From an optimization exercise on the open Yosys and OpenROAD flow, aimed at a short achievable clock period and few clock cycles; shortcuts taken in it are not production practice. The RTL was checked by simulation tests, not by an equivalence proof against the original design. Power figures rest on the tool's default switching activity, not on a simulated workload.

==> flow/design.v <==
package dcachePkg;
	localparam int WORD_W = 32;
	localparam int SETS = 8;
	localparam int IDX_W = 3;
	localparam int TAG_W = 26;
	localparam int WORD_BYTES = 4;
	localparam logic [WORD_W-1:0] STATS_ADDR = 32'h00003100;
	typedef logic [WORD_W-1:0] word_t;
	typedef struct packed {
		logic [TAG_W-1:0] tag;
		logic [IDX_W-1:0] idx;
		logic             blkOff;
		logic [1:0]       bytOff;
	} dAddr_t;
	typedef struct packed {
		word_t wordA;
		word_t wordB;
	} block_t;
	typedef struct packed {
		logic [TAG_W-1:0] tag;
		block_t           data;
		logic             valid;
		logic             dirty;
	} frame_t;
	typedef struct packed {
		logic   ren;
		logic   wen;
		dAddr_t addr;
		word_t  store;
	} cpuReq_t;
	typedef struct packed {
		logic  ren;
		logic  wen;
		word_t addr;
		word_t store;
	} memReq_t;
	typedef struct packed {
		logic             fillA;
		logic             fillB;
		logic             store;
		logic             clean;
		logic             touchTag;
		logic [IDX_W-1:0] idx;
		logic [TAG_W-1:0] tag;
		logic             wordSel;
		word_t            data;
	} wayCmd_t;
	typedef enum logic [3:0] {
		IDLE      = 4'h0,
		READHIT   = 4'h1,
		OVERWRITE = 4'h2,
		WRITEHIT  = 4'h3,
		WBA       = 4'h4,
		WBB       = 4'h5,
		FILLA     = 4'h6,
		FILLB     = 4'h7,
		FLUSH     = 4'h8,
		STATS     = 4'h9,
		STOP      = 4'hA
	} cacheState_t;
endpackage
`timescale 1ns/1ps
module cacheWay (
	input  logic                             CLK,
	input  logic                             nRST,
	input  dcachePkg::wayCmd_t               cmd,
	input  logic [dcachePkg::IDX_W-1:0]      rdIdx,
	input  logic [dcachePkg::TAG_W-1:0]      tag,
	output dcachePkg::frame_t                frame,
	output logic                             hit,
	output logic [dcachePkg::SETS-1:0]       dirtyVec
);
	logic [dcachePkg::TAG_W-1:0] tagMem [dcachePkg::SETS];
	dcachePkg::word_t dataA [dcachePkg::SETS];
	dcachePkg::word_t dataB [dcachePkg::SETS];
	logic [dcachePkg::SETS-1:0] validVec;
	always_ff @(posedge CLK, negedge nRST) begin
		if (!nRST) begin
			validVec <= '0;
			dirtyVec <= '0;
		end else begin
			if (cmd.touchTag) begin
				validVec[cmd.idx] <= 1'b0;
			end
			if (cmd.fillB) begin
				validVec[cmd.idx] <= 1'b1;
				dirtyVec[cmd.idx] <= 1'b0;
			end
			if (cmd.clean) begin
				dirtyVec[cmd.idx] <= 1'b0;
			end
			if (cmd.store) begin
				dirtyVec[cmd.idx] <= 1'b1;
			end
		end
	end
	always_ff @(posedge CLK) begin
		if (cmd.touchTag) begin
			tagMem[cmd.idx] <= cmd.tag;
		end
		if (cmd.fillA) begin
			dataA[cmd.idx] <= cmd.data;
		end
		if (cmd.fillB) begin
			dataB[cmd.idx] <= cmd.data;
		end
		if (cmd.store) begin
			if (cmd.wordSel) begin
				dataB[cmd.idx] <= cmd.data;
			end else begin
				dataA[cmd.idx] <= cmd.data;
			end
		end
	end
	assign frame.tag = tagMem[rdIdx];
	assign frame.data.wordA = dataA[rdIdx];
	assign frame.data.wordB = dataB[rdIdx];
	assign frame.valid = validVec[rdIdx];
	assign frame.dirty = dirtyVec[rdIdx];
	assign hit = frame.valid && (frame.tag == tag);
endmodule
`timescale 1ns/1ps
module victimSelect (
	input  logic                        CLK,
	input  logic                        nRST,
	input  logic [dcachePkg::IDX_W-1:0] idx,
	input  logic                        validZero,
	input  logic                        validOne,
	input  logic                        touch,
	input  logic                        touchWay,
	output logic                        fillWay
);
	logic [dcachePkg::SETS-1:0] recUsed;
	always_ff @(posedge CLK, negedge nRST) begin
		if (!nRST) begin
			recUsed <= '0;
		end else if (touch) begin
			recUsed[idx] <= touchWay;
		end
	end
	always_comb begin
		if (!validZero) begin
			fillWay = 1'b0;
		end else if (!validOne) begin
			fillWay = 1'b1;
		end else begin
			fillWay = !recUsed[idx];
		end
	end
endmodule
`timescale 1ns/1ps
module flushScan (
	input  logic [dcachePkg::SETS-1:0]  dirtyZero,
	input  logic [dcachePkg::SETS-1:0]  dirtyOne,
	output logic                        found,
	output logic                        flushWay,
	output logic [dcachePkg::IDX_W-1:0] flushIdx
);
	always_comb begin
		flushWay = 1'b0;
		flushIdx = '0;
		for (int i = dcachePkg::SETS - 1; i >= 0; i--) begin
			if (dirtyOne[i]) begin
				flushWay = 1'b1;
				flushIdx = dcachePkg::IDX_W'(i);
			end
		end
		for (int i = dcachePkg::SETS - 1; i >= 0; i--) begin
			if (dirtyZero[i]) begin
				flushWay = 1'b0;
				flushIdx = dcachePkg::IDX_W'(i);
			end
		end
	end
	assign found = (|dirtyZero) || (|dirtyOne);
endmodule
`timescale 1ns/1ps
module dcacheController (
	input  logic                  CLK,
	input  logic                  nRST,
	input  dcachePkg::cpuReq_t    cpuReq,
	input  logic                  halt,
	input  logic                  hitZero,
	input  logic                  hitOne,
	input  dcachePkg::frame_t     frameZero,
	input  dcachePkg::frame_t     frameOne,
	input  logic                  fillWay,
	input  logic                  found,
	input  logic                  flushWay,
	input  dcachePkg::word_t      memLoad,
	input  logic                  memWait,
	output dcachePkg::wayCmd_t    cmdZero,
	output dcachePkg::wayCmd_t    cmdOne,
	output logic                  touch,
	output logic                  touchWay,
	output logic                  dHit,
	output dcachePkg::word_t      loadData,
	output logic                  flushed,
	output dcachePkg::memReq_t    memReq
);
	dcachePkg::cacheState_t state;
	dcachePkg::cacheState_t nextState;
	dcachePkg::word_t hitCount;
	dcachePkg::word_t missCount;
	dcachePkg::frame_t hitFrame;
	dcachePkg::frame_t victim;
	dcachePkg::word_t wbAddr;
	dcachePkg::word_t fillAddr;
	dcachePkg::wayCmd_t cmd;
	logic hitWay;
	logic victimWay;
	logic cmdWay;
	logic anyReq;
	function automatic dcachePkg::wayCmd_t gateCmd(
		input dcachePkg::wayCmd_t c,
		input logic en
	);
		dcachePkg::wayCmd_t g;
		g = c;
		if (!en) begin
			g.fillA = 1'b0;
			g.fillB = 1'b0;
			g.store = 1'b0;
			g.clean = 1'b0;
			g.touchTag = 1'b0;
		end
		gateCmd = g;
	endfunction
	assign anyReq = cpuReq.ren || cpuReq.wen;
	assign hitWay = !hitZero && hitOne;
	assign hitFrame = hitWay ? frameOne : frameZero;
	assign victimWay = halt ? flushWay : fillWay;
	assign victim = victimWay ? frameOne : frameZero;
	assign wbAddr = {victim.tag, cpuReq.addr.idx, 3'b000};
	assign fillAddr = {cpuReq.addr.tag, cpuReq.addr.idx, 3'b000};
	always_ff @(posedge CLK, negedge nRST) begin
		if (!nRST) begin
			state <= dcachePkg::IDLE;
		end else begin
			state <= nextState;
		end
	end
	always_ff @(posedge CLK, negedge nRST) begin
		if (!nRST) begin
			hitCount <= '0;
			missCount <= '0;
		end else begin
			if (state == dcachePkg::READHIT || state == dcachePkg::WRITEHIT) begin
				hitCount <= hitCount + 1'b1;
			end
			if (state == dcachePkg::FILLA && !memWait) begin
				missCount <= missCount + 1'b1;
			end
		end
	end
	always_comb begin
		nextState = state;
		case (state)
			dcachePkg::IDLE: begin
				if (halt) begin
					nextState = dcachePkg::FLUSH;
				end else if (anyReq && (hitZero || hitOne)) begin
					nextState = cpuReq.ren ? dcachePkg::READHIT : dcachePkg::OVERWRITE;
				end else if (anyReq) begin
					nextState = victim.dirty ? dcachePkg::WBA : dcachePkg::FILLA;
				end
			end
			dcachePkg::READHIT:   nextState = dcachePkg::IDLE;
			dcachePkg::OVERWRITE: nextState = dcachePkg::WRITEHIT;
			dcachePkg::WRITEHIT:  nextState = dcachePkg::IDLE;
			dcachePkg::WBA: begin
				if (!memWait) begin
					nextState = dcachePkg::WBB;
				end
			end
			dcachePkg::WBB: begin
				if (!memWait) begin
					nextState = halt ? dcachePkg::FLUSH : dcachePkg::FILLA;
				end
			end
			dcachePkg::FILLA: begin
				if (!memWait) begin
					nextState = dcachePkg::FILLB;
				end
			end
			dcachePkg::FILLB: begin
				if (!memWait) begin
					nextState = cpuReq.wen ? dcachePkg::OVERWRITE : dcachePkg::IDLE;
				end
			end
			dcachePkg::FLUSH: nextState = found ? dcachePkg::WBA : dcachePkg::STATS;
			dcachePkg::STATS: begin
				if (!memWait) begin
					nextState = dcachePkg::STOP;
				end
			end
			default: nextState = dcachePkg::STOP;
		endcase
	end
	always_comb begin
		memReq = '0;
		case (state)
			dcachePkg::WBA: begin
				memReq.wen = 1'b1;
				memReq.addr = wbAddr;
				memReq.store = victim.data.wordA;
			end
			dcachePkg::WBB: begin
				memReq.wen = 1'b1;
				memReq.addr = wbAddr + dcachePkg::WORD_BYTES;
				memReq.store = victim.data.wordB;
			end
			dcachePkg::FILLA: begin
				memReq.ren = 1'b1;
				memReq.addr = fillAddr;
			end
			dcachePkg::FILLB: begin
				memReq.ren = 1'b1;
				memReq.addr = fillAddr + dcachePkg::WORD_BYTES;
			end
			dcachePkg::STATS: begin
				memReq.wen = 1'b1;
				memReq.addr = dcachePkg::STATS_ADDR;
				memReq.store = hitCount - missCount;
			end
			default: memReq = '0;
		endcase
	end
	always_comb begin
		cmd = '0;
		cmd.idx = cpuReq.addr.idx;
		cmd.tag = cpuReq.addr.tag;
		cmd.wordSel = cpuReq.addr.blkOff;
		cmd.data = memLoad;
		cmdWay = victimWay;
		case (state)
			dcachePkg::WBB: cmd.clean = !memWait;
			dcachePkg::FILLA: begin
				cmd.fillA = !memWait;
				cmd.touchTag = !memWait;
			end
			dcachePkg::FILLB: cmd.fillB = !memWait;
			dcachePkg::OVERWRITE: begin
				cmd.store = 1'b1;
				cmd.data = cpuReq.store;
				cmdWay = hitWay;
			end
			default: cmdWay = victimWay;
		endcase
	end
	assign cmdZero = gateCmd(cmd, !cmdWay);
	assign cmdOne = gateCmd(cmd, cmdWay);
	assign dHit = (state == dcachePkg::READHIT) || (state == dcachePkg::WRITEHIT);
	assign touch = dHit;
	assign touchWay = hitWay;
	assign loadData = cpuReq.addr.blkOff ? hitFrame.data.wordB : hitFrame.data.wordA;
	assign flushed = (state == dcachePkg::STOP);
endmodule
`timescale 1ns/1ps
module dcache (
	input  logic               CLK,
	input  logic               nRST,
	input  dcachePkg::cpuReq_t cpuReq,
	input  logic               halt,
	output logic               dHit,
	output dcachePkg::word_t   loadData,
	output logic               flushed,
	output dcachePkg::memReq_t memReq,
	input  dcachePkg::word_t   memLoad,
	input  logic               memWait
);
	dcachePkg::cpuReq_t reqSel;
	logic [dcachePkg::IDX_W-1:0] rdIdx;
	logic [dcachePkg::IDX_W-1:0] flushIdx;
	dcachePkg::wayCmd_t cmdZero;
	dcachePkg::wayCmd_t cmdOne;
	dcachePkg::frame_t frameZero;
	dcachePkg::frame_t frameOne;
	logic [dcachePkg::SETS-1:0] dirtyZero;
	logic [dcachePkg::SETS-1:0] dirtyOne;
	logic hitZero;
	logic hitOne;
	logic fillWay;
	logic touch;
	logic touchWay;
	logic found;
	logic flushWay;
	assign rdIdx = halt ? flushIdx : cpuReq.addr.idx;
	assign reqSel = dcachePkg::cpuReq_t'({
		cpuReq.ren,
		cpuReq.wen,
		cpuReq.addr.tag,
		rdIdx,
		cpuReq.addr.blkOff,
		cpuReq.addr.bytOff,
		cpuReq.store
	});
	cacheWay wayZero (
		.CLK(CLK), .nRST(nRST), .cmd(cmdZero), .rdIdx(rdIdx), .tag(reqSel.addr.tag),
		.frame(frameZero), .hit(hitZero), .dirtyVec(dirtyZero)
	);
	cacheWay wayOne (
		.CLK(CLK), .nRST(nRST), .cmd(cmdOne), .rdIdx(rdIdx), .tag(reqSel.addr.tag),
		.frame(frameOne), .hit(hitOne), .dirtyVec(dirtyOne)
	);
	victimSelect victimSel (
		.CLK(CLK), .nRST(nRST), .idx(rdIdx),
		.validZero(frameZero.valid), .validOne(frameOne.valid),
		.touch(touch), .touchWay(touchWay), .fillWay(fillWay)
	);
	flushScan scan (
		.dirtyZero(dirtyZero), .dirtyOne(dirtyOne),
		.found(found), .flushWay(flushWay), .flushIdx(flushIdx)
	);
	dcacheController ctrl (
		.CLK(CLK), .nRST(nRST), .cpuReq(reqSel), .halt(halt),
		.hitZero(hitZero), .hitOne(hitOne), .frameZero(frameZero), .frameOne(frameOne),
		.fillWay(fillWay), .found(found), .flushWay(flushWay),
		.memLoad(memLoad), .memWait(memWait),
		.cmdZero(cmdZero), .cmdOne(cmdOne), .touch(touch), .touchWay(touchWay),
		.dHit(dHit), .loadData(loadData), .flushed(flushed), .memReq(memReq)
	);
endmodule
`timescale 1ns/1ps
module dcacheTop (
	input  logic        CLK,
	input  logic        nRST,
	input  logic        cpuRen,
	input  logic        cpuWen,
	input  logic [31:0] cpuAddr,
	input  logic [31:0] cpuStore,
	input  logic        halt,
	output logic        dHit,
	output logic [31:0] loadData,
	output logic        flushed,
	output logic        memRen,
	output logic        memWen,
	output logic [31:0] memAddr,
	output logic [31:0] memStore,
	input  logic [31:0] memLoad,
	input  logic        memWait
);
	dcachePkg::cpuReq_t cpuReq;
	dcachePkg::memReq_t memReq;
	assign cpuReq.ren = cpuRen;
	assign cpuReq.wen = cpuWen;
	assign cpuReq.addr = dcachePkg::dAddr_t'(cpuAddr);
	assign cpuReq.store = cpuStore;
	dcache cache (
		.CLK(CLK), .nRST(nRST), .cpuReq(cpuReq), .halt(halt), .dHit(dHit),
		.loadData(loadData), .flushed(flushed), .memReq(memReq),
		.memLoad(memLoad), .memWait(memWait)
	);
	assign memRen = memReq.ren;
	assign memWen = memReq.wen;
	assign memAddr = memReq.addr;
	assign memStore = memReq.store;
endmodule
==> flow/run.sh <==
#!/bin/bash
# synth_recipe.tcl (not shown) runs the flow's synth.tcl, then flattens the netlist and writes it again
# the make line also repeats each setting of config.mk as NAME=value (left out here)
make -C /OpenROAD-flow-scripts/flow DESIGN_CONFIG=/design/flow/config.mk WORK_HOME=/design/flow/orfs CLKGATE_MAP_FILE= SYNTH_SCRIPT=/design/flow/synth_recipe.tcl finish
==> flow/config.mk <==
export PLATFORM = sky130hd
export DESIGN_NAME = dcacheTop
export DESIGN_NICKNAME = dcacheTop
export VERILOG_FILES = /design/flow/design.v
export SDC_FILE = /design/flow/constraint.sdc
export NUM_CORES = 4
export LEC_CHECK = 0
export CAP_MARGIN = 20
export CORE_MARGIN = 2
export CORE_UTILIZATION = 40
export SETUP_SLACK_MARGIN = 0.2
export SLEW_MARGIN = 20
==> flow/constraint.sdc <==
create_clock -name core_clock -period 10.0 [get_ports {CLK}]
set_input_delay 2.0000 -clock core_clock [delete_from_list [all_inputs] [get_ports {CLK}]]
set_output_delay 2.0000 -clock core_clock [all_outputs]
set_load 0.01 [all_outputs]
==> notes.md <==
[worst max-delay path, delay by kind of cell]
family | cells | cell delay (ps)
compound gates | 2 | 450
xor+xnor | 1 | 260
buf+inv | 7 | 2120
mux | 1 | 660
simple gates | 8 | 2130
[sequential cells by signal, summed over array words and instances (netlist names), 4 cells and up, named ones only]
name                     cells
cache.wayZero.tagMem       208
cache.ctrl.state             4
cache.wayOne.dataA         256
cache.victimSel.recUsed      8
cache.wayOne.tagMem        208
cache.ctrl.hitCount         32
cache.wayZero.dataB        256
cache.wayZero.dirtyVec       8
cache.wayZero.dataA        256
cache.ctrl.missCount        32
cache.wayOne.dataB         256
cache.wayZero.validVec       8
[synthesized netlist by cell type, drive strengths merged, types with 41 or more instances]
| library cell | number | area, um^2 |
|---|---|---|
| nor2 | 253 | 976 |
| clkbuf | 204 | 766 |
| o221ai | 61 | 534 |
| nand3 | 235 | 1180 |
| edfxtp | 1440 | 43200 |
| o21ai | 163 | 820 |
| nand2 | 880 | 3310 |
| mux4 | 41 | 923 |
| xnor2 | 91 | 797 |
| a211oi | 134 | 1020 |
| a21oi | 391 | 1960 |
| mux2i | 133 | 1340 |
| nor3 | 82 | 415 |
| a221o | 42 | 420 |
| dfrtp | 108 | 2700 |
| buf | 132 | 722 |
| inv | 65 | 244 |
| and3 | 43 | 269 |
[final timing paths]
path | slack [ps] | cells past startpoint | from | to
min reg2reg | 470 | 1 | cache.ctrl.missCount[4]$_DFFE_PN0P_ | cache.ctrl.missCount[4]$_DFFE_PN0P_
min | 470 | 1 | cache.ctrl.missCount[4]$_DFFE_PN0P_ | cache.ctrl.missCount[4]$_DFFE_PN0P_
max reg2reg | 2620 | 17 | flip-flop | cache.wayOne.dataB[7][24]$_DFFE_PP_
max | 310 | 19 | halt | loadData[2]
min in group asynchronous | 1170 | 1 | nRST | cache.ctrl.state[0]$_DFFE_PN0P_
max in group asynchronous | 7580 | 2 | nRST | cache.ctrl.hitCount[30]$_DFFE_PN0P_
[layer usage]
layer	vias to the layer above	part of all wire, %	wire length (um)
met3	566	11	25300
met2	2839	45	106000
met5	-	0.045	106
li1	20300	-	-
met1	24200	39	92200
met4	16	4.5	10500
[power by group through the flow]
stage	Sequential (mW)	Clock [mW]	Combinational, mW
after global routing	7.87	6.08	6.30
after floorplan	7.95	0	3.07
after global placement	7.99	0	5.76
after detailed placement	8.00	0	5.81
final	7.86	5.80	6.03
after CTS	7.87	5.83	5.86
[metrics by stage]
| step | total power, mW | cells | setup slack (ps) | setup TNS [ps] |
|---|---|---|---|---|
| finish | 19.7 | 7779 | 311 | 0 |
| global route | 20.3 | 7778 | 201 | 0 |
| CTS | 19.6 | 7773 | 247 | 0 |
| detailed placement | 13.8 | 7484 | -139 | -1540 |
| global placement | 13.8 | 7484 | -211 | -3150 |
| floorplan | 11.0 | 5160 | 2120 | 0 |
[cell families after synthesis]
kind of cell             Yosys count  share of synthesized area (%)
flip-flops                      1548                           68.4
XOR/XNOR                         120                           1.56
other                              1                        0.00558
adder cells (fa/ha/maj)           38                          0.719
buffers and inverters            402                           2.58
AND/OR/NAND/NOR                 1671                           11.0
AO/OA/AOI/OAI                   1178                           12.0
multiplexers                     201                           3.82
[final cells by class]
| class | instances | area [um^2] |
|---|---|---|
| fillers | 14700 | 88300 |
| multi-input cells | 3210 | 20300 |
| flip-flops and latches | 1548 | 45900 |
| clock inverters | 84 | 722 |
| well taps | 2204 | 2760 |
| inverters | 66 | 263 |
| repair buffers | 464 | 4500 |
| diodes | 2 | 5.00 |
| clock buffers | 201 | 4300 |
[repair_timing]
| action | in CTS | in global routing |
|---|---|---|
| resized for setup | 5 | 17 |
| endpoints found under the setup margin | 31 | 28 |
| pin swaps | 1 | 1 |
| cloned | 0 | 0 |
| setup buffers | 4 | 1 |
==> parameters.txt <==
Parameter                              Value

Status
  Run status  no timing/DRC/antenna violations

Global routing
  Wire length of the first global-routing pass    330000 um
  GRT Max-Usage Layer    met2
  Fraction of met3 tracks used by global routing    6.10%
  Met1 global-route usage    ~37%
  Global-route usage over all layers    between 20% and 30%
  Met2 Track Usage GR    between 40% and 50%
  Overflow left after global routing    0
  Via count of the first global-routing pass    44800
  Number of antenna violations at the first check in global routing    22
  Maximum number of pins on one net before global-route repair    roughly 130

Pwr
  Power density over the cells    between 200 and 250 nW/um^2
  Combinational fraction of design power    between 30% and 40%
  Relative contribution of the clock network to total power    29.5%
  Internal Power    12.8 mW
  Sequential Power Share    39.9%
  Switching power share of the total    34.8%
  Reported net switching power    6.86 mW
  Peak supply drop    roughly 0.23 mV
  Static leakage power    26.6 nW

STA
  Worst slew margin relative to its limit    18.3%
  Worst hold-check slack    474 ps
  Setup violators final    0
  Clock period minus final worst setup slack    9690 ps
  Slew Viols, Final    0
  Ratio of final minimum period to clock period    96.9%
  Least-Margin Pin Slew    1220 ps
  Unrepaired setup endpoints after global routing    false
  Total count of hold-check failures in the final report    0
  Post-route clock skew    57.1 ps
  F_max    between 0.1 and 0.15 GHz

Die
  Die Area    171000 um^2
  Boundary pin count    202
  Area of the placeable core    roughly 170000 um^2
  Standard-cell rows    150
  Effective utilization at floorplan    40.2%
  Horiz. Die Dim    414 um
  Die height    414 um

Critical path
  Required time of the critical path    8000 ps
  Type of element launching the critical path    input pin
  Most common cell on crit path    sky130_fd_sc_hd__buf_4
  Critical Path AT    between 7000 and 8000 ps
  Biggest cell delay along the critical path    660 ps
  Critical path, cell by cell    clkdlybuf4s50_1, buf_4, or4b_1, nor3_4, nor2_2, nand2_8, inv_8, buf_4, o221ai_1, a22oi_1, xnor2_1, nand4_1, or3_1, nor3_4, buf_4, and2_2, buf_12, mux4_2, clkdlybuf4s50_1
  Critical Setup Path Class    in -> out
  Largest fanout of any net on the critical path    37
  Critical Path Sink Type    output pin
  Master of the slowest instance on the critical path    sky130_fd_sc_hd__mux4_2

Placement
  Number of buffer cells added on primary ports    197
  HPWL after detailed placement    139000 um
  Routability congestion estimate from global placement    just over 0.9
  Total cell area at the placement stage    73500 um^2

Drt
  Antenna-violating nets left    0
  Number of vias after detailed routing    47900
  DRC    0
  Average wire per cell in the routed design    30.1 um
  Wirelength, routed    234000 um
  Post-DR vias/cell    6.16
  Detailed-router iteration count before antenna repair    6
  DRC marker count from the first detailed-route iteration    between 6000 and 7000

Cells and area
  Leading cell type in the layout, fill and taps excluded    sky130_fd_sc_hd__edfxtp_1
  Commonest cells after routing, fill and taps aside    sky130_fd_sc_hd__edfxtp_1 (1440), sky130_fd_sc_hd__nand2_1 (862), sky130_fd_sc_hd__a21oi_1 (380)
  Post-route core utilization    a little under half
  P&R area growth vs syn    17.2%
  Fin nets    5593
  Share of final-layout standard cells stronger than drive strength 1    between 10% and 20%
  Area of all placed cells without fillers    78800 um^2

Yosys
  Ys async rst share    between 6 and 7%
  Number of warnings issued by yosys    4
  Count of flip-flops with a built-in enable after synthesis    1440
  Instance count of the mapped netlist    5159
  Total of flip-flops plus latches after synthesis    1548
  Average footprint of a synthesized cell    13.0 um^2
  Sequential fraction of the synthesis area    68.4%
  Area of the mapped netlist    67200 um^2
  Predominant post-synthesis flop cell    sky130_fd_sc_hd__edfxtp_1
  Number of library cell types mapped by synthesis    115

CTS
  Count of H-tree levels built during CTS    4
  TritonCTS clock tree    built
  Clock latency at the later pin of the worst-skew pair    approximately 820 ps
  Clock root buffer    sky130_fd_sc_hd__clkbuf_16
  Post-CTS Hold Fix Bufs    0
  Total number of clock tree sinks    between 1500 and 2000
  Num CTS Buffers    163
  Clock transition at the registers of the reported paths    60 ps
  Clock tree buffer depth    3

Flow run
  Number of max-cap violations    0

Min path
  Class of the most critical hold timing path    reg -> reg
Testbench counts, summed over its fixed seeds: cycles 81,990.

[re-timing with driven ports]
In the flow no input, the clock included, has a driving cell. The finished layout below was timed again as built, in two steps.
Step 1 sets driving cells, clkbuf_16 on the clock port and buf_2 on the other inputs (assumed; they add their load-dependent delay and slew).
Step 2 also shifts input and output timing later by t, the mid clock arrival at the registers, as if the neighbouring blocks saw the same clock.
a / b / c = no drivers / after step 1 / after step 2; a / b = the first two.
shift t [ns]: 0.886
setup WS [ns]: 0.311 / 0.287 / 0.287
worst register clock-pin slew, ns: 0.07 / 0.07
pins driven straight from the clock port: 1
After both steps setup and hold are still met in this run. The setup slack of this run moves by -0.024 ns with the drivers and by -0.024 ns with both steps.
